From an optimization exercise on the open Yosys and OpenROAD flow, aimed at small area; shortcuts taken in it are not production practice. The RTL was checked by simulation tests, not by an equivalence proof against the original design. Power figures rest on the tool's default switching activity, not on a simulated workload.

==> flow/design.v (excerpt) <==
module sprite_engine #(
  parameter int NUM_SPRITES       = 4,
  parameter int DATA_OFFSET_SHIFT = 6
) (
  input  logic                       clk,
  input  logic                       rst_n,
  input  logic                       reg_wr,
  input  logic [sprite_id_width-1:0] reg_sprite,
  input  logic [reg_addr_width-1:0]  reg_addr,
  input  logic [reg_data_width-1:0]  reg_wdata,
  output logic [reg_data_width-1:0]  reg_rdata,
  input  logic                       px_req,
  input  logic [sprite_id_width-1:0] px_sprite,
  input  logic [coord_width-1:0]     px_x,
  input  logic [coord_width-1:0]     px_y,
  output logic                       px_valid,
  output logic                       px_hit,
  output logic [data_addr_width-1:0] px_addr,
  output logic [palette_width-1:0]   px_palette,
  output logic                       px_transp,
  output logic                       px_alpha,
  output logic                       px_color,
  output logic [reg_data_width-1:0]  px_color_key
);
  logic [num_sprite_regs*reg_data_width-1:0] bank_regs;
  logic                        attr_enabled;
  logic                        attr_enable_scroll;
  logic                        attr_enable_transp;
  logic                        attr_enable_alpha;
  logic                        attr_enable_color;
  logic                        attr_flip_x;
  logic                        attr_flip_y;
  logic                        attr_flip_xy;
  logic                        attr_shift_offset;
  logic [palette_width-1:0]    attr_palette;
  logic [size_field_width-1:0] attr_hsize;
  logic [size_field_width-1:0] attr_vsize;
  logic [reg_data_width-1:0]   attr_data_offset;
  ...
Size: about 1600 cells after synthesis, roughly 100 I/O pins, roughly 25000 µm² of cells after synthesis.
Settings: LEC_CHECK=0, CAP_MARGIN=20, CORE_MARGIN=2, CORE_UTILIZATION=45, GPL_TIMING_DRIVEN=0, SLEW_MARGIN=20; clock period 7.0 ns.
standard.sh (not shown) runs the stock make flow with config.mk's settings and CLKGATE_MAP_FILE= SYNTH_SCRIPT=/design/flow/synth_recipe.tcl, a recipe that flattens the netlist after the stock synthesis.
==> flow/flow/run.sh <==
#!/bin/bash
# Own layout flow: the standard ORFS flow with three changes.
#  1. Synthesis maps logic with an area-oriented ABC script (flow/abc.script)
#     in place of ORFS's abc_speed.script; everything else in synthesis,
#     including the flip-flop mapping and naming, is the standard one.
#  2. Port buffers are sky130_fd_sc_hd__buf_1 (every port still gets one).
#  3. CTS uses larger sink clusters and inserts no dummy loads.
# Each make step's full output is written to make_<step>.log here; ORFS keeps
# its per-stage logs under orfs/logs/.
set -euo pipefail
W=$(pwd)
rm -rf "$W/scripts_local"
cp -r "$FLOW_HOME/scripts" "$W/scripts_local"
cp "$W/flow/abc.script" "$W/scripts_local/abc_speed.script"
CTS="-sink_clustering_enable -repair_clock_nets -buf_list {sky130_fd_sc_hd__clkbuf_8 sky130_fd_sc_hd__clkbuf_16} -sink_clustering_size 24 -sink_clustering_max_diameter 80 -dont_use_dummy_load"
EXTRA="SCRIPTS_DIR=$W/scripts_local 'BUFFER_PORTS_ARGS=-buffer_cell sky130_fd_sc_hd__buf_1' 'CTS_ARGS=$CTS' "
sed -e "s|CLKGATE_MAP_FILE= |CLKGATE_MAP_FILE= $EXTRA|" standard.sh > own_standard.sh
grep -q "SCRIPTS_DIR=" own_standard.sh
bash own_standard.sh synth > make_synth.log 2>&1
bash own_standard.sh finish > make_finish.log 2>&1
test -s out/final.def
==> flow/flow/abc.script <==
&get -n
&st
&synch2
&nf -a -F 10 -A 10
&st
&dch -f
&nf -a -F 10 -A 10
&put
Rerun with:
Settings changed: CORE_UTILIZATION 45 to 50, GPL_TIMING_DRIVEN 0 to default.
Result: Sequential share of layout area stays flat. Clock power is higher slightly. Routed wire length climbs by roughly a tenth. Power is about the same. Design area stays flat. Maximum frequency climbs by a few percent. Sequential power barely changes.
Rerun with:
--- a/flow/flow/run.sh
+++ b/flow/flow/run.sh
@@ -13,5 +13,5 @@
 cp -r "$FLOW_HOME/scripts" "$W/scripts_local"
 cp "$W/flow/abc.script" "$W/scripts_local/abc_speed.script"
-CTS="-sink_clustering_enable -repair_clock_nets -buf_list {sky130_fd_sc_hd__clkbuf_8 sky130_fd_sc_hd__clkbuf_16} -sink_clustering_size 24 -sink_clustering_max_diameter 80 -dont_use_dummy_load"
+CTS="-sink_clustering_enable -repair_clock_nets -buf_list {sky130_fd_sc_hd__clkbuf_8 sky130_fd_sc_hd__clkbuf_16} -sink_clustering_size 30 -sink_clustering_max_diameter 60 -dont_use_dummy_load"
 EXTRA="SCRIPTS_DIR=$W/scripts_local 'BUFFER_PORTS_ARGS=-buffer_cell sky130_fd_sc_hd__buf_1' 'CTS_ARGS=$CTS' "
 sed -e "s|CLKGATE_MAP_FILE= |CLKGATE_MAP_FILE= $EXTRA|" standard.sh > own_standard.sh
Outcome:
- combinational power barely changes
- setup slack is worse by 0.022 ns
- sequential share of layout area fell by 0.40 points
- total power rose by a few percent
- die area does not change
- sequential power barely changes
- register-to-register slack is worse by 0.02 ns
- wire length barely changes
- cell area rose slightly
- area after synthesis is unchanged
Rerun with:
==> flow/run.sh (new file) <==
#!/bin/bash
# synth_recipe.tcl (not shown) runs the flow's synth.tcl, then flattens the netlist and writes it again
# the make line also repeats each setting of config.mk as NAME=value (left out here)
make -C /OpenROAD-flow-scripts/flow DESIGN_CONFIG=/design/flow/config.mk WORK_HOME=/design/flow/orfs CLKGATE_MAP_FILE= SYNTH_SCRIPT=/design/flow/synth_recipe.tcl finish
Settings changed: CORE_UTILIZATION 50 to 40.
removed: flow/flow/run.sh
removed: flow/flow/abc.script
removed: flow/standard.sh
Routed wire length grows by 15%; final cell count grows by 12%; worst setup slack loses 0.061 ns; core utilization shrinks by 8.1 points.

---

sprite_engine again, from the RTL that the note above started with.
Settings: LEC_CHECK=0, CAP_MARGIN=20, CORE_MARGIN=2, CORE_UTILIZATION=45, GPL_TIMING_DRIVEN=0, SLEW_MARGIN=20; clock period 7.0 ns.
==> flow/flow/run.sh <==
#!/bin/bash
# Own layout flow: the standard ORFS flow with three changes.
#  1. Synthesis maps logic with an area-oriented ABC script (flow/abc.script)
#     in place of ORFS's abc_speed.script; everything else in synthesis,
#     including the flip-flop mapping and naming, is the standard one.
#  2. Port buffers are sky130_fd_sc_hd__buf_1 (every port still gets one).
#  3. CTS uses larger sink clusters and inserts no dummy loads.
# Each make step's full output is written to make_<step>.log here; ORFS keeps
# its per-stage logs under orfs/logs/.
set -euo pipefail
W=$(pwd)
rm -rf "$W/scripts_local"
cp -r "$FLOW_HOME/scripts" "$W/scripts_local"
cp "$W/flow/abc.script" "$W/scripts_local/abc_speed.script"
CTS="-sink_clustering_enable -repair_clock_nets -buf_list {sky130_fd_sc_hd__clkbuf_8 sky130_fd_sc_hd__clkbuf_16} -sink_clustering_size 28 -sink_clustering_max_diameter 60 -dont_use_dummy_load"
EXTRA="SCRIPTS_DIR=$W/scripts_local 'BUFFER_PORTS_ARGS=-buffer_cell sky130_fd_sc_hd__buf_1' 'CTS_ARGS=$CTS' "
sed -e "s|CLKGATE_MAP_FILE= |CLKGATE_MAP_FILE= $EXTRA|" standard.sh > own_standard.sh
grep -q "SCRIPTS_DIR=" own_standard.sh
bash own_standard.sh synth > make_synth.log 2>&1
bash own_standard.sh finish > make_finish.log 2>&1
test -s out/final.def
==> flow/flow/abc.script <==
&get -n
&st
&synch2
&nf -a -F 10 -A 10
&st
&dch -f
&nf -a -F 10 -A 10
&put
Then changed:
--- a/flow/flow/run.sh
+++ b/flow/flow/run.sh
@@ -13,5 +13,5 @@
 cp -r "$FLOW_HOME/scripts" "$W/scripts_local"
 cp "$W/flow/abc.script" "$W/scripts_local/abc_speed.script"
-CTS="-sink_clustering_enable -repair_clock_nets -buf_list {sky130_fd_sc_hd__clkbuf_8 sky130_fd_sc_hd__clkbuf_16} -sink_clustering_size 28 -sink_clustering_max_diameter 60 -dont_use_dummy_load"
+CTS="-sink_clustering_enable -repair_clock_nets -buf_list {sky130_fd_sc_hd__clkbuf_8 sky130_fd_sc_hd__clkbuf_16} -sink_clustering_size 27 -sink_clustering_max_diameter 70 -dont_use_dummy_load"
 EXTRA="SCRIPTS_DIR=$W/scripts_local 'BUFFER_PORTS_ARGS=-buffer_cell sky130_fd_sc_hd__buf_1' 'CTS_ARGS=$CTS' "
 sed -e "s|CLKGATE_MAP_FILE= |CLKGATE_MAP_FILE= $EXTRA|" standard.sh > own_standard.sh
- CORE_UTILIZATION: 45 -> 50
- GPL_TIMING_DRIVEN: 0 -> not set
After rerunning:
- setup slack is better by 0.44 ns
- combinational power hardly moves
- sequential share of layout area went up by 0.32 points
- cell area went down by 0.51%
- clock-buffer cell count went down by 5

what the ideal ports hide:
The results above use ideal ports. As a check the final layouts listed here were re-extracted and re-timed, cells and wires unchanged. Step 1 assumes that a clkbuf_16 drives the clock port and a buf_2 every other input. Step 2 also shifts input and output timing later by t, the mid clock arrival at the registers, as if the neighbouring blocks saw the same clock. Three values: no drivers, after step 1, after step 2; two values: the first two.
run	shift t [ns]	setup WS [ns]	latest minus earliest clock arrival (ns)	pins driven straight from the clock port
the first run of note 1	0.629	0.156 / 0.187 / -0.443	0.042 / 0.041	1
the second run of note 1	0.618	0.552 / 0.526 / -0.062	0.097 / 0.098	1
the third run of note 1	0.634	0.529 / 0.520 / -0.071	0.102 / 0.102	1
the fourth run of note 1	0.681	0.469 / 0.499 / -0.182	0.033 / 0.033	1
the first run of note 2	0.638	0.130 / 0.160 / -0.478	0.069 / 0.068	1
the second run of note 2	0.635	0.568 / 0.565 / -0.037	0.069 / 0.069	1
With both steps, setup timing fails in every run listed, where it was met with ideal ports. For the fourth run of note 1, which loses most, drivers alone change the setup slack by +0.030 ns; drivers and shift together by -0.651 ns.
